Source: an optimization exercise on an open RTL-to-GDS flow (aim: small area and a short achievable clock period). Production flows keep margins and buffers that such runs may drop.
RTL that was checked went through simulation tests only; none was proved equivalent to the original.

==> run C <==
## posit_unit
module posit_unit (
    input  logic        clk,
    input  logic        rst_n,
    input  logic        in_valid,
    input  logic [1:0]  op,
    input  logic [15:0] a,
    input  logic [15:0] b,
    output logic        out_valid,
    output logic [15:0] result
);
clock: 80.0 ns
lec_check: 0
abc_area: 1
cap_margin: 50
core_margin: 2
core_utilization: 60
gpl_timing_driven: 1
slew_margin: 70
run.sh (not shown) runs the stock make flow with config.mk's settings and CLKGATE_MAP_FILE= SYNTH_SCRIPT=/design/flow/synth_recipe.tcl, a recipe that flattens the netlist after the stock synthesis.
==> run A: changes against run C <==
--- a/flow/design.v
+++ b/flow/design.v
@@ -595,150 +595,136 @@
     assign frac   = ovf ? p[24:13] : p[23:12];
     assign guard  = ovf ? p[12] : p[11];
     assign sticky = (|p[10:0]) | (ovf & p[11]);
     assign te_out = 7'(te1) + 7'(te2) + 7'(ovf);
 endmodule
 `timescale 1ns/1ps
-module div_sel #(
+module div_row #(
     parameter FIRST = 0         
 ) (
     input  logic [15:0] s,
     input  logic [15:0] c,
-    input  logic [5:0]  m2,
-    input  logic        wide,
-    output logic        sub,    
-    output logic        two,    
-    output logic        one,    
+    input  logic [15:0] d1,     
+    input  logic [15:0] d2,     
+    input  logic [5:0]  m2,     
+    input  logic [5:0]  m1,
+    output logic [15:0] ns,     
+    output logic [15:0] nc,
     output logic [1:0]  qpos,   
     output logic [1:0]  qneg    
 );
-    logic ge2, ltm2;
+    logic        sub, two, one, ge2, ltm2;
+    logic [15:0] mag, x;
     if (FIRST) begin : g_first
         assign sub  = 1'b1;
         assign two  = s[15:9] >= {1'b0, m2};
         assign one  = !two;
         assign ge2  = two;
         assign ltm2 = 1'b0;
     end else begin : g_sel
         logic signed [6:0] est;
         logic              ge1, ltm1;
         assign est  = s[15:9] + c[15:9];
         assign ge2  = est >= $signed({1'b0, m2});
-        assign ge1  = wide ? (est >= 7'sd6) : (est >= 7'sd4);
+        assign ge1  = m1[1] ? (est >= 7'sd6) : (est >= 7'sd4);
         assign ltm2 = est < $signed(~{1'b0, m2});
-        assign ltm1 = wide ? (est < -7'sd7) : (est < -7'sd5);
+        assign ltm1 = m1[1] ? (est < -7'sd7) : (est < -7'sd5);
         assign sub  = ge1;
         assign two  = ge2 | ltm2;
         assign one  = (ge1 | ltm1) & !two;
     end
+    assign mag  = two ? d2 : (one ? d1 : 16'd0);
+    assign x    = mag ^ {16{sub}};
+    assign ns   = s ^ c ^ x;
+    assign nc   = {((s & c) | (s & x) | (c & x)), sub};
     assign qpos = {ge2, sub & !two};
     assign qneg = {ltm2, !sub & one};
 endmodule
-module div_csa (
-    input  logic [15:0] s,
-    input  logic [15:0] c,
-    input  logic [15:0] d1,     
-    input  logic [15:0] d2,     
-    input  logic        sub,
-    input  logic        two,
-    input  logic        one,
-    output logic [15:0] ns,     
-    output logic [15:0] nc,
-    output logic [15:0] s4,     
-    output logic [15:0] c4
-);
-    logic [15:0] mag, x;
-    assign mag = two ? d2 : (one ? d1 : 16'd0);
-    assign x   = mag ^ {16{sub}};
-    assign ns  = s ^ c ^ x;
-    assign nc  = {((s & c) | (s & x) | (c & x)), sub};
-    assign s4  = {ns[13:0], 2'b00};
-    assign c4  = {nc[13:0], 2'b00};
-endmodule
 module div_thresh (
     input  logic [2:0] dtop,
-    output logic [5:0] m2
+    output logic [5:0] m2,
+    output logic [5:0] m1
 );
     always_comb begin
         case (dtop)
             3'd0:    m2 = 6'd12;
             3'd1:    m2 = 6'd14;
             3'd2:    m2 = 6'd15;
             3'd3:    m2 = 6'd16;
             3'd4:    m2 = 6'd18;
             3'd5:    m2 = 6'd20;
             3'd6:    m2 = 6'd20;
             default: m2 = 6'd24;
         endcase
+        m1 = dtop[2] ? 6'd6 : 6'd4;
     end
 endmodule
-module div_head (
-    input  logic [11:0] f1,
-    input  logic [11:0] f2,
-    input  logic [5:0]  m2,
-    output logic [15:0] s_out,    
-    output logic [15:0] c_out,
-    output logic [2:0]  q2,       
-    output logic [3:0]  qpos,     
-    output logic [3:0]  qneg
+module div_head #(
+    parameter K = 2
+) (
+    input  logic [11:0]    f1,
+    input  logic [11:0]    f2,
+    output logic [15:0]    s_out,    
+    output logic [15:0]    c_out,
+    output logic [2*K-1:0] qpos,
+    output logic [2*K-1:0] qneg
 );
-    logic [15:0] d1, d2, s1, c1, ns, nc;
-    logic        sub0, two0, one0;
+    logic [15:0] s [K+1];
+    logic [15:0] c [K+1];
+    logic [15:0] d1, d2;
+    logic [5:0]  m2, m1;
     assign d1 = {4'b0001, f2};
     assign d2 = {3'b001, f2, 1'b0};
-    div_sel #(.FIRST(1)) sel0_i (
-        .s({4'b0001, f1}), .c(16'd0), .m2(m2), .wide(f2[11]),
-        .sub(sub0), .two(two0), .one(one0), .qpos(qpos[3:2]), .qneg(qneg[3:2])
-    );
-    div_csa csa0_i (
-        .s({4'b0001, f1}), .c(16'd0), .d1(d1), .d2(d2), .sub(sub0), .two(two0), .one(one0),
-        .ns(ns), .nc(nc), .s4(s1), .c4(c1)
-    );
-    div_sel #(.FIRST(0)) sel1_i (
-        .s(s1), .c(c1), .m2(m2), .wide(f2[11]),
-        .sub(q2[2]), .two(q2[1]), .one(q2[0]), .qpos(qpos[1:0]), .qneg(qneg[1:0])
-    );
-    assign s_out = s1;
-    assign c_out = c1;
+    div_thresh thr_i (.dtop(f2[11:9]), .m2(m2), .m1(m1));
+    assign s[0] = {4'b0001, f1};
+    assign c[0] = '0;
+    for (genvar j = 0; j < K; j++) begin : g_it
+        logic [15:0] ns, nc;
+        div_row #(.FIRST(j == 0)) row_i (
+            .s(s[j]), .c(c[j]), .d1(d1), .d2(d2), .m2(m2), .m1(m1),
+            .ns(ns), .nc(nc), .qpos(qpos[2*(K-1-j) +: 2]), .qneg(qneg[2*(K-1-j) +: 2])
+        );
+        assign s[j+1] = {ns[13:0], 2'b00};
+        assign c[j+1] = {nc[13:0], 2'b00};
+    end
+    assign s_out = s[K];
+    assign c_out = c[K];
 endmodule
-module div_tail (
-    input  logic [15:0] s_in,
-    input  logic [15:0] c_in,
-    input  logic [2:0]  q2,
-    input  logic [3:0]  qpos_in,
-    input  logic [3:0]  qneg_in,
-    input  logic [11:0] f2,
-    input  logic [5:0]  m2,
-    output logic [14:0] qm,        
-    output logic        wneg,
-    output logic        rem_nz
+module div_tail #(
+    parameter K = 2,           
+    parameter N = 8            
+) (
+    input  logic [15:0]    s_in,
+    input  logic [15:0]    c_in,
+    input  logic [2*K-1:0] qpos_in,
+    input  logic [2*K-1:0] qneg_in,
+    input  logic [11:0]    f2,
+    output logic [14:0]    qm,        
+    output logic           wneg,
+    output logic           rem_nz
 );
-    localparam T = 6;
+    localparam T = N - K;
     logic [15:0]    s [T+1];
     logic [15:0]    c [T+1];
     logic [15:0]    d1, d2;
+    logic [5:0]     m2, m1;
     logic [2*T-1:0] qp, qn;
-    logic [15:0]    ns_last, nc_last, ns0, nc0;
+    logic [15:0]    ns_last, nc_last;
     assign d1 = {4'b0001, f2};
     assign d2 = {3'b001, f2, 1'b0};
-    div_csa csa1_i (
-        .s(s_in), .c(c_in), .d1(d1), .d2(d2), .sub(q2[2]), .two(q2[1]), .one(q2[0]),
-        .ns(ns0), .nc(nc0), .s4(s[0]), .c4(c[0])
-    );
+    div_thresh thr_i (.dtop(f2[11:9]), .m2(m2), .m1(m1));
+    assign s[0] = s_in;
+    assign c[0] = c_in;
     for (genvar j = 0; j < T; j++) begin : g_it
-        logic        sub, two, one;
         logic [15:0] ns, nc;
-        div_sel #(.FIRST(0)) sel_i (
-            .s(s[j]), .c(c[j]), .m2(m2), .wide(f2[11]),
-            .sub(sub), .two(two), .one(one),
-            .qpos(qp[2*(T-1-j) +: 2]), .qneg(qn[2*(T-1-j) +: 2])
-        );
-        div_csa csa_i (
-            .s(s[j]), .c(c[j]), .d1(d1), .d2(d2), .sub(sub), .two(two), .one(one),
-            .ns(ns), .nc(nc), .s4(s[j+1]), .c4(c[j+1])
+        div_row #(.FIRST(0)) row_i (
+            .s(s[j]), .c(c[j]), .d1(d1), .d2(d2), .m2(m2), .m1(m1),
+            .ns(ns), .nc(nc), .qpos(qp[2*(T-1-j) +: 2]), .qneg(qn[2*(T-1-j) +: 2])
         );
+        assign s[j+1] = {ns[13:0], 2'b00};
+        assign c[j+1] = {nc[13:0], 2'b00};
         if (j == T - 1) begin : g_last
             assign ns_last = ns;
             assign nc_last = nc;
         end
     end
     logic [15:0] w, qm16;
@@ -780,14 +766,12 @@
     input  logic [11:0]       f_b,
     input  logic              h_a,
     input  logic              h_b,
     output logic signed [6:0] te_out,
     input  logic [15:0]       div_s,     
     input  logic [15:0]       div_c,
-    input  logic [2:0]        div_q2,    
-    input  logic [5:0]        div_m2,    
     input  logic [3:0]        div_qp,
     input  logic [3:0]        div_qn,
     output logic [14:0]       val,       
     output logic              wneg,
     output logic              rem_nz,
     output logic              add_zero
@@ -808,15 +792,14 @@
         .te_out(te_as), .frac(f_as), .guard(g_as), .sticky(s_as), .is_zero(add_zero)
     );
     core_mul mul_i (
         .te1(te_a), .te2(te_b), .f1(f_a), .f2(f_b),
         .te_out(te_m), .frac(f_m), .guard(g_m), .sticky(s_m)
     );
-    div_tail div_i (
-        .s_in(div_s), .c_in(div_c), .q2(div_q2), .qpos_in(div_qp), .qneg_in(div_qn),
-        .f2(f_b), .m2(div_m2),
+    div_tail #(.K(2), .N(8)) div_i (
+        .s_in(div_s), .c_in(div_c), .qpos_in(div_qp), .qneg_in(div_qn), .f2(f_b),
         .qm(qm), .wneg(wneg), .rem_nz(rem_nz)
     );
     always_comb begin
         if (is_div) begin
             te_out = 7'(te_a) - 7'(te_b);
             val    = qm;
@@ -898,17 +881,14 @@
     assign mb = (b[14:0] ^ {15{sb}}) + 15'(sb);
     assign sb_eff = sb ^ (op == 2'd1);
     posit_decode deca_i (.mag(ma), .te(ta), .frac(fa), .hid(ha));
     posit_decode decb_i (.mag(mb), .te(tb), .frac(fb), .hid(hb));
     logic [15:0] ds, dc;
     logic [3:0]  dqp, dqn;
-    logic [2:0]  dq2;
-    logic [5:0]  dm2;
-    div_thresh div_thresh_i (.dtop(fb[11:9]), .m2(dm2));
-    div_head div_head_i (
-        .f1(fa), .f2(fb), .m2(dm2), .s_out(ds), .c_out(dc), .q2(dq2), .qpos(dqp), .qneg(dqn)
+    div_head #(.K(2)) div_head_i (
+        .f1(fa), .f2(fb), .s_out(ds), .c_out(dc), .qpos(dqp), .qneg(dqn)
     );
     assign a_zero = (a == 16'h0000);
     assign b_zero = (b == 16'h0000);
     assign a_nar  = (a == 16'h8000);
     assign b_nar  = (b == 16'h8000);
     assign nar_res  = a_nar || b_nar || (op == 2'd3 && b_zero);
@@ -919,14 +899,12 @@
     logic signed [5:0] ta_q, tb_q;
     logic [11:0] fa_q, fb_q;
     logic        ha_q, hb_q;
     logic        nar_q, zero_q;
     logic [15:0] ds_q, dc_q;
     logic [3:0]  dqp_q, dqn_q;
-    logic [2:0]  dq2_q;
-    logic [5:0]  dm2_q;
     always_ff @(posedge clk) begin
         if (!rst_n) valid_q <= 1'b0;
         else        valid_q <= in_valid;
     end
     always_ff @(posedge clk) begin
         mul_q  <= (op == 2'd2);
@@ -943,24 +921,21 @@
         nar_q  <= nar_res;
         zero_q <= zero_res;
         ds_q   <= ds;
         dc_q   <= dc;
         dqp_q  <= dqp;
         dqn_q  <= dqn;
-        dq2_q  <= dq2;
-        dm2_q  <= dm2;
     end
     logic signed [6:0] te_c;
     logic [14:0]       val_c;
     logic              wneg_c, rnz_c, add_zero;
     logic              res_sign;
     core_op core_op_i (
         .is_mul(mul_q), .is_div(div_q), .swap(swap_q), .eff_sub(sa_q ^ sb_q),
         .te_a(ta_q), .te_b(tb_q), .f_a(fa_q), .f_b(fb_q), .h_a(ha_q), .h_b(hb_q),
-        .div_s(ds_q), .div_c(dc_q), .div_q2(dq2_q), .div_m2(dm2_q),
-        .div_qp(dqp_q), .div_qn(dqn_q),
+        .div_s(ds_q), .div_c(dc_q), .div_qp(dqp_q), .div_qn(dqn_q),
         .te_out(te_c), .val(val_c), .wneg(wneg_c), .rem_nz(rnz_c), .add_zero(add_zero)
     );
     always_comb begin
         if (mul_q || div_q) res_sign = sa_q ^ sb_q;
         else                res_sign = swap_q ? sb_q : sa_q;
     end
CORE_UTILIZATION = 70   (was 60)
==> qor summary <==
item	run C	run A
Total number of yosys warnings	9	16
Horizontal die dimension	209 µm	193 µm
Maximum net fanout on the critical path	20	23
Synthesis-to-layout area growth	6.62%	6.42%
Logic inverters	711	703
Reg area	2250 µm²	2140 µm²
Master of the slowest instance on the critical path	fa_1	clkdlybuf4s50_1
Number of sequential cells	111	106
Depth of the worst register-to-register path	121	110
Proportion of synthesized area in mux cells	0.00198	0.00200
Average cell area after synthesis	6.68 µm²	6.70 µm²
Fraction of final layout cells with drive strength greater than 1	0.0571	0.0616
Post-route met1 wirelength	32.6 mm	30.5 mm
Tap cells	539	461
Run status	complete, no violations	complete, no violations
Routed length on met3	4.63 mm	9.67 mm
Only the layout flow was run in run C; the RTL was not checked for function there.

[re-timing with driven ports]
The results above use ideal ports. As a check the final layouts listed here were re-extracted and re-timed, cells and wires unchanged.
Step 1 sets driving cells, clkbuf_16 on the clock port and buf_2 on the other inputs (assumed; they add their load-dependent delay and slew).
Step 2, shift: input delay + t, output delay - t, t = (earliest + latest rising clock arrival at the registers) / 2. This alone moves slack from input paths to output paths.
a / b / c = no drivers / after step 1 / after step 2; a / b = the first two.
run | t (ns) | setup WS [ns] | slew at the worst register clock pin (ns)
run C | 0.435 | 54.518 / 54.518 / 54.518 | 0.09 / 0.09
run A | 0.413 | 54.963 / 54.981 / 54.568 | 0.09 / 0.09
After both steps setup and hold are still met in every run listed. For run A, which loses most, drivers alone change the setup slack by +0.018 ns; drivers and shift together by -0.395 ns.
